Context: an optimization exercise on an open-source flow, tuned for small area and a short achievable clock period. The choices shown serve that exercise and are no tape-out recipe.
Only simulation tests tie the RTL to the original design; equivalence was not proved.
No activity file was given, so power comes from the tool's default toggle rates.

==> job 5844 <==
Design servo_top, start of the top module:
module servo_top #(
	parameter int ADC_W     = servo_pkg::ADC_W,
	parameter int SIGNAL_W  = servo_pkg::SIGNAL_W,
	parameter int COEF_W    = servo_pkg::COEF_W,
	parameter int COEF_FRAC = servo_pkg::COEF_FRAC,
	parameter int DAC_W     = servo_pkg::DAC_W
) (
	input  logic                          clk1,
	input  logic                          i_rst_n,
	input  logic                          i_wb_cyc,
	input  logic                          i_wb_stb,
	input  logic                          i_wb_we,
	input  logic [servo_pkg::WB_AW-1:0]   i_wb_adr,
	input  logic [servo_pkg::WB_DW-1:0]   i_wb_dat,
	output logic [servo_pkg::WB_DW-1:0]   o_wb_dat,
	output logic                          o_wb_ack,
	input  logic signed [ADC_W-1:0]       i_adc0,
	input  logic signed [ADC_W-1:0]       i_adc1,
	input  logic                          i_sample_valid,
	output logic signed [DAC_W-1:0]       o_dac_word,
	output logic                          o_dac_valid,
	output logic signed [SIGNAL_W-1:0]    o_error,
	output logic [1:0]                    o_afe_gain0,
	output logic [1:0]                    o_afe_gain1
);
Settings: LEC_CHECK=0, CAP_MARGIN=20, CORE_MARGIN=2, CORE_UTILIZATION=40, SLEW_MARGIN=20; clock period 16.0 ns.
standard.sh (not shown) runs the stock make flow with config.mk's settings and CLKGATE_MAP_FILE= SYNTH_SCRIPT=/design/flow/synth_recipe.tcl, a recipe that flattens the netlist after the stock synthesis.
==> flow/flow/run.sh <==
#!/bin/bash
# The standard layout (standard.sh: ORFS with the standard synthesis),
# with these changes to how the layout is made:
#  - the port buffers are plain buf_1 cells (upsized by repair where needed),
#  - buffers that synthesis added are removed before placement,
#  - placement packs cells more densely,
#  - clock tree leaf clusters of up to 24 sinks,
#  - timing repair aims for more setup slack than the 16 ns clock needs.
# The SDC (clock period and I/O delays) is the standard flow's, unchanged.
# Make's output goes to make.log; ORFS writes each tool's full log under
# orfs/logs, copied to logs_orfs at the end.
set -uo pipefail
cd "$(dirname "$0")/.."
bash standard.sh \
  "BUFFER_PORTS_ARGS=-buffer_cell sky130_fd_sc_hd__buf_1" \
  REMOVE_ABC_BUFFERS=1 \
  PLACE_DENSITY=0.8 \
  "CTS_ARGS=-sink_clustering_enable -repair_clock_nets -sink_clustering_size 16 -sink_clustering_max_diameter 150 -sink_clustering_buffer sky130_fd_sc_hd__clkbuf_8" \
  SETUP_SLACK_MARGIN=11.62 \
  finish > make.log 2>&1
status=$?
cp -r orfs/logs logs_orfs 2>/dev/null
exit $status
==> inputs of job 7612, as changes to job 5844 <==
--- a/flow/design.v
+++ b/flow/design.v
@@ -30,45 +30,37 @@
 	input  logic                        i_load,
 	input  logic                        i_first,
 	input  logic                        i_update,
 	input  logic                        i_on,
 	input  logic signed [COEF_W-1:0]    i_a1,
 	input  logic signed [COEF_W-1:0]    i_b0,
 	input  logic signed [COEF_W-1:0]    i_b1,
 	input  logic signed [ADC_W-1:0]     i_sample,
-	output logic signed [SIGNAL_W-1:0]  o_signal,
-	input  logic                        i_park,
-	input  logic [SIGNAL_W-1:0]         i_park_val,
-	output logic [SIGNAL_W-1:0]         o_park
+	output logic signed [SIGNAL_W-1:0]  o_signal
 );
 	localparam int SW = COEF_W + 1;    
 	localparam int AW = 25;            
 	localparam int TW = AW + 4;        
 	logic [SW-1:0]              sa, sb, sc;
 	logic signed [ADC_W-1:0]    x;
 	logic signed [ADC_W-1:0]    xp;
 	logic [AW-1:0]              acc_s, acc_c;
 	logic [3:0]                 low;
-	logic ld_on, ld, sh, pk;
-	logic [SW-1:0] pk_a, pk_b;
+	logic ld_on, ld, sh;
 	assign ld_on = i_load & i_on;
 	assign ld = i_load;
-	assign sh = ~i_load & ~i_park;
-	assign pk = i_park;
-	assign pk_a = {i_park_val[2*(SW-7)-1:SW-7], 7'd0};
-	assign pk_b = {i_park_val[SW-8:0], 7'd0};
+	assign sh = ~i_load;
 	always_ff @(posedge clk1) begin
-		sa <= ({SW{ld_on}} & {i_a1, 1'b0}) | ({SW{pk}} & pk_a) | ({SW{sh}} & {{4{sa[SW-1]}}, sa[SW-1:4]});
+		sa <= ({SW{ld_on}} & {i_a1, 1'b0}) | ({SW{sh}} & {{4{sa[SW-1]}}, sa[SW-1:4]});
 		sb <= ({SW{ld_on}} & {i_b0, 1'b0}) | ({SW{ld & ~i_on}} & SW'(1 << (COEF_FRAC + 1)))
-			| ({SW{pk}} & pk_b) | ({SW{sh}} & {{4{sb[SW-1]}}, sb[SW-1:4]});
+			| ({SW{sh}} & {{4{sb[SW-1]}}, sb[SW-1:4]});
 		sc <= ({SW{ld_on}} & {i_b1, 1'b0}) | ({SW{sh}} & {{4{sc[SW-1]}}, sc[SW-1:4]});
-		x <= ({ADC_W{ld}} & i_sample) | ({ADC_W{~ld}} & x);
+		x <= ({ADC_W{ld}} & i_sample) | ({ADC_W{sh}} & x);
 	end
-	assign o_park = {sa[SW-1:7], sb[SW-1:7]};
 	logic [2:0] da0, da1, db0, db1, dc0, dc1;    
 	function automatic logic [2:0] booth(input logic [2:0] b);
 		booth[0] = b[1] ^ b[0];
 		booth[1] = b[2] ? (~b[1] & ~b[0]) : (b[1] & b[0]);
 		booth[2] = b[2];
 	endfunction
 	assign da0 = booth(sa[2:0]);
 	assign da1 = booth(sa[4:2]);
@@ -805,35 +797,40 @@
 	assign o_s[24] = h290;
 	assign o_c[24] = 1'b0;
 endmodule
 `timescale 1ns/1ns
 module channel_diff #(
 	parameter int SIGNAL_W = servo_pkg::SIGNAL_W,
 	parameter int DAC_W    = servo_pkg::DAC_W
 ) (
+	input  logic                        clk1,
 	input  logic signed [SIGNAL_W-1:0]  i_sig0,
 	input  logic signed [SIGNAL_W-1:0]  i_sig1,
-	output logic signed [SIGNAL_W-1:0]  o_error_d
+	output logic signed [SIGNAL_W-1:0]  o_error,
+	output logic signed [DAC_W-1:0]     o_dac_word
 );
 	localparam logic signed [SIGNAL_W-1:0] SIG_MAX = {1'b0, {(SIGNAL_W-1){1'b1}}};
 	localparam logic signed [SIGNAL_W-1:0] SIG_MIN = {1'b1, {(SIGNAL_W-1){1'b0}}};
 	logic signed [SIGNAL_W:0]   diff;
 	logic signed [SIGNAL_W-1:0] diff_sat;
 	assign diff = i_sig0 - i_sig1;
 	always_comb begin
 		if (diff[SIGNAL_W] == diff[SIGNAL_W-1]) begin
 			diff_sat = diff[SIGNAL_W-1:0];
 		end else if (diff[SIGNAL_W]) begin
 			diff_sat = SIG_MIN;
 		end else begin
 			diff_sat = SIG_MAX;
 		end
 	end
-	assign o_error_d = diff_sat;
+	always_ff @(posedge clk1) begin
+		o_error <= diff_sat;
+	end
+	assign o_dac_word = o_error[SIGNAL_W-1 -: DAC_W];
 endmodule
 `timescale 1ns/1ns
 module servo_regs #(
 	parameter int COEF_W = servo_pkg::COEF_W
 ) (
 	input  logic                          clk1,
 	input  logic                          i_rst_n,
 	input  logic                          i_wb_cyc,
@@ -984,44 +981,39 @@
 		if (!i_rst_n) begin
 			step <= '0;
 			o_dac_valid <= 1'b0;
 		end else begin
 			step <= (step == 3'd0) ? {2'b00, i_sample_valid} : step + 3'd1;
 			o_dac_valid <= (step == 3'd7);
 		end
 	end
-	logic load, first, update, park;
+	logic load, first, update;
 	assign load = (step == 3'd0);
 	assign first = (step == 3'd1);
 	assign update = (step == 3'd6);
-	assign park = (step == 3'd7);
 	logic signed [SIGNAL_W-1:0] sig0;
 	logic signed [SIGNAL_W-1:0] sig1;
-	logic signed [SIGNAL_W-1:0] err_d;
 	iir_first_order #(
 		.ADC_W(ADC_W),
 		.SIGNAL_W(SIGNAL_W),
 		.COEF_W(COEF_W),
 		.COEF_FRAC(COEF_FRAC)
 	) iir0_i (
 		.clk1(clk1),
 		.i_rst_n(i_rst_n),
 		.i_load(load),
 		.i_first(first),
 		.i_update(update),
 		.i_on(filt_on0),
 		.i_a1(a1_0),
 		.i_b0(b0_0),
 		.i_b1(b1_0),
 		.i_sample(i_adc0),
-		.o_signal(sig0),
-		.i_park(park),
-		.i_park_val(err_d),
-		.o_park(o_error)
+		.o_signal(sig0)
 	);
 	iir_first_order #(
 		.ADC_W(ADC_W),
 		.SIGNAL_W(SIGNAL_W),
 		.COEF_W(COEF_W),
 		.COEF_FRAC(COEF_FRAC)
 	) iir1_i (
 		.clk1(clk1),
@@ -1029,23 +1021,21 @@
 		.i_load(load),
 		.i_first(first),
 		.i_update(update),
 		.i_on(filt_on1),
 		.i_a1(a1_1),
 		.i_b0(b0_1),
 		.i_b1(b1_1),
 		.i_sample(i_adc1),
-		.o_signal(sig1),
-		.i_park(1'b0),
-		.i_park_val('0),
-		.o_park()
+		.o_signal(sig1)
 	);
 	channel_diff #(
 		.SIGNAL_W(SIGNAL_W),
 		.DAC_W(DAC_W)
 	) diff_i (
+		.clk1(clk1),
 		.i_sig0(sig0),
 		.i_sig1(sig1),
-		.o_error_d(err_d)
+		.o_error(o_error),
+		.o_dac_word(o_dac_word)
 	);
-	assign o_dac_word = o_error[SIGNAL_W-1 -: DAC_W];
 endmodule
==> flow/flow/run.sh (replaced) <==
#!/bin/bash
# The standard layout, with port buffers that are plain buffers and timing
# repair that aims for more setup slack than the clock needs. Make's output
# goes to make.log; ORFS keeps each tool's log under orfs/logs.
set -uo pipefail
cd "$(dirname "$0")/.."
bash standard.sh \
  "BUFFER_PORTS_ARGS=-buffer_cell sky130_fd_sc_hd__buf_2" \
  SETUP_SLACK_MARGIN=11.8 CTS_CLUSTER_SIZE=20 CTS_CLUSTER_DIAMETER=150 \
  finish > make.log 2>&1
status=$?
cp -r orfs/logs logs_orfs 2>/dev/null
exit $status
==> notes <==
In job 5844 the worst setup slack is higher than in job 7612, by 0.092 ns.
Job 5844 completed with no timing, DRC or antenna violations. Job 7612 went through all stages and came out clean.
Total power: job 5844 is higher than job 7612 (about 34%).
In job 7612 the sequential share of layout area is lower than in job 5844, by 0.19 points.
Between job 7612 and job 5844, the lower die area is in job 5844 (gap about 1.5%, measured against job 5844).
Combinational power: job 5844 is larger than job 7612 (about 70%).
Sequential power: job 7612 is smaller than job 5844 (about 4%).
Global-route usage: job 7612 is lower than job 5844 (0.28 points).
Between job 7612 and job 5844, the lower synthesized cell count is in job 5844 (gap about 4%, measured against job 5844).
==> figures <==
item	job 5844	job 7612
Leakage component of the power	12.9 nW	13.9 nW
Sequential cell area share	0.309	0.307
Total power	6.60 mW	4.91 mW
Net switching power	3.18 mW	2.13 mW
Worst voltage drop across the vdd grid	0.155 mV	0.145 mV
Required time at the endpoint of the critical path	16.37 ns	12.80 ns
1st-iter DRT viols	2482	1907
Final Wtd Congestion	0.912	0.873
Fraction of area in clock buffers and inverters	0.0194	0.0234
Data arrival time of the worst path	4.77 ns	1.29 ns
Worst Setup Path Type	in2reg	reg2out
Routed metal-1 wire length	31500 um	34300 um
Overall die area	77000 um^2	78200 um^2
Number of distinct standard cells referenced by the synthesized netlist	85	78
Post-synthesis async set-or-reset flop share	0.0191	0.0182
Status	timing/DRC/antenna clean	timing/DRC/antenna clean
Placed cell area	30800 um^2	31700 um^2
Placeable core region	74200 um^2	75600 um^2

==> re-timing with driven ports <==
The flow's constraints put no driver on any port. The routed layouts listed below were extracted and timed again, unchanged, in two steps.
Step 1: set_driving_cell puts a clkbuf_16 on clk1 and a buf_2 on each other input, an assumption about the parent block.
Step 2 moves the port delays by t, midway between the first and last clock arrival at a register: inputs arrive t later, outputs are due t later. That takes back most of the time a late clock gives input paths.
Slacks: ideal / step 1 / step 2; pairs: ideal / step 1.
| run | shift t [ns] | setup slack, ns | hold slack, ns | worst setup path at the end |
|---|---|---|---|---|
| job 5844 | 0.611 | 11.600 / 11.578 / 11.024 | 0.388 / 0.388 / 0.388 | input to register |
| job 7612 | 0.681 | 11.507 / 11.443 / 11.087 | 0.416 / 0.416 / 0.416 | input to register |
After both steps setup and hold are still met in every run listed. For job 5844, which loses most, drivers alone change the setup slack by -0.022 ns; drivers and shift together by -0.576 ns.
